Context: an optimization exercise on an open-source flow, tuned for small area and a short achievable clock period. The choices shown serve that exercise and are no tape-out recipe.
The RTL was checked by simulation tests, not by an equivalence proof against the original design.

run 1:
## sidAudioPath
module sidAudioPath (
  input  logic               clk,
  input  logic               rst,
  input  logic               sampleValid,
  input  logic signed [11:0] voice0,
  input  logic signed [11:0] voice1,
  input  logic signed [11:0] voice2,
  input  logic [7:0]         env0,
  input  logic [7:0]         env1,
  input  logic [7:0]         env2,
  input  logic [2:0]         filterRoute,
  input  logic [1:0]         mode,
  input  logic [15:0]        coef,
  input  logic [3:0]         volume,
  output logic signed [15:0] audioOut,
  output logic               audioValid
);
For scale: ~110 I/O pins, roughly 37000 um^2 of cells after synthesis.
clock: 20.0 ns
lec_check: 0
abc_area: 1
cap_margin: 20
core_margin: 2
core_utilization: 40
cts_cluster_diameter: 60
cts_cluster_size: 25
slew_margin: 20
standard.sh (not shown) runs the stock make flow with config.mk's settings and CLKGATE_MAP_FILE= SYNTH_SCRIPT=/design/flow/synth_recipe.tcl, a recipe that flattens the netlist after the stock synthesis.
==> flow/flow/run.sh <==
#!/bin/bash
# The standard layout with two changes in how it is made (the SDC is unchanged):
#  - after the standard synthesis, flow/invopt.py re-places the netlist's inverters around
#    its full adders and XOR gates (a full adder is self-dual, so each may compute the
#    complements of its outputs from complemented inputs; an XOR gate absorbs an inverted
#    input by becoming an XNOR); registers and all other cells are left as they are;
#  - the resizer's setup repair aims at a shorter period than the 20 ns constraint: paths
#    with less than MARGIN ns of slack are sized up and buffered.
set -euo pipefail
MARGIN=$(cat flow/margin.txt)
R=orfs/results/sky130hd/sidAudioPath/base
bash standard.sh synth > synth.log 2>&1
cp $R/1_2_yosys.v $R/1_2_yosys_std.v
python3 flow/invopt.py $R/1_2_yosys_std.v $R/1_2_yosys.v > invopt.log 2>&1
touch $R/1_2_yosys.v
bash standard.sh SETUP_SLACK_MARGIN=$MARGIN finish > standard.log 2>&1
==> flow/flow/margin.txt <==
14.8
Other scripts of this flow, unchanged in this note and not shown: flow/flow/invopt.py
Run 1 finished all stages; the layout is clean.
Relative to run 1, the following input files were edited for run 2:
Settings: removing CTS_CLUSTER_SIZE (formerly 25); removing CTS_CLUSTER_DIAMETER (formerly 60).
==> flow/flow/margin.txt <==
14.5
Results
- The sequential cell area share number comes out lower for run 1 vs run 2.
- Looking at area occupied by registers across run 1 and run 2, the one that comes out lower is run 2.
- Wire: run 2 routes less than run 1
- Of run 1 and run 2, the lower post-route worst hold slack belongs to run 1.
- Lower number of optimization iterations in the first detailed-route pass among run 1 and run 2: run 1
- The via count of the first global-routing pass number comes out lower for run 2 vs run 1.
- Compared with run 1, run 2 supports a lower clock frequency.
The inputs of run 3 differ from those of run 2 as listed below.
==> flow/flow/margin.txt <==
14.8
--- outcome ---
Run 3 | stages: all done | timing, DRC, antenna: all pass
In run 3, the multi-input combinational area share came out 0.46 points below the value in run 2.
Looking only at tightest slew margin relative to the limit, and setting everything else aside, the higher value of run 2 and run 3 goes to run 2.
Of the two values seen for cell type of the slowest stage on the worst timing path, sky130_fd_sc_hd__clkdlybuf4s50_1 was produced by run 2 and sky130_fd_sc_hd__dfxtp_1 by run 3.
The count of buffers not belonging to the clock network in the layout of run 3 is higher than that of run 2.
From run 3 to run 2, synthesized cell count did not move at all.
Fmax ends up lower on run 2.
For run 3, the capture point of the critical path was audioOut[10], unlike run 2, where it was audioValid.
When the final numbers for run 2 and run 3 were put side by side, the first-pass GRT wire length turned out to be greater in run 3.

sidAudioPath, a different RTL version from the one above (not shown whole).
Size in the first run: about 4200 cells after synthesis, about 110 I/O pins.
export LEC_CHECK = 0
export ABC_AREA = 1
export CAP_MARGIN = 20
export CORE_MARGIN = 2
export CORE_UTILIZATION = 40
export SLEW_MARGIN = 20
export TNS_END_PERCENT = 30
create_clock -name core_clock -period 20.0 [get_ports {clk}]
Scripts as last shown in full above: flow/flow/run.sh
Other scripts of this flow, unchanged in this note and not shown: flow/flow/invopt.py, flow/flow/margin.txt
Edit:
TNS_END_PERCENT = default   (was 30)
=> Die area is unchanged; hold slack hardly moves; wire length stays flat; register-to-register slack is about the same; via count is about the same; worst setup slack is better by 0.26 ns; cell area stays flat; fmax grows by 4.9%.
Edit:
TNS_END_PERCENT = 5   (was default)
Critical path depth stays the same.
Synthesized cell count stays the same.
Clock-buffer cell count is unchanged.
Via count barely changes.
Clock skew is about the same.

==> separate check: timing with driven ports <==
No port has a modelled driver above. Below, the same layouts with a new extraction and two added sets of constraints.
Step 1 assumes that a clkbuf_16 drives the clock port and a buf_2 every other input.
Step 2 adds t to the input delays and takes it off the output delays; t is the mean of the earliest and latest rising clock arrival at the registers after step 1. Input paths then give back, and output paths get back, about the clock's delay inside the block.
a / b / c = ideal ports / drivers / drivers and shift; a / b = the first two.
| run | t (ns) | setup WS [ns] | hold WS [ns] | slew at the worst register clock pin (ns) | worst data-port slew with drivers (ns) |
|---|---|---|---|---|---|
| run 1 | 0.651 | 14.849 / 14.783 / 14.886 | 0.321 / 0.321 / 0.321 | 0.09 / 0.09 | 0.06 |
| run 2 | 0.665 | 14.560 / 14.492 / 14.807 | 0.326 / 0.326 / 0.326 | 0.07 / 0.07 | 0.07 |
| run 3 | 0.668 | 14.858 / 14.795 / 14.914 | 0.324 / 0.324 / 0.324 | 0.07 / 0.07 | 0.06 |
| the first run of note 2 | 0.706 | 14.492 / 14.421 / 14.759 | 0.325 / 0.325 / 0.325 | 0.07 / 0.07 | 0.04 |
| the second run of note 2 | 0.707 | 14.750 / 14.678 / 14.760 | 0.325 / 0.325 / 0.325 | 0.07 / 0.07 | 0.04 |
| the third run of note 2 | 0.705 | 14.492 / 14.421 / 14.672 | 0.325 / 0.325 / 0.325 | 0.07 / 0.07 | 0.04 |
After both steps every run listed still meets setup and hold.
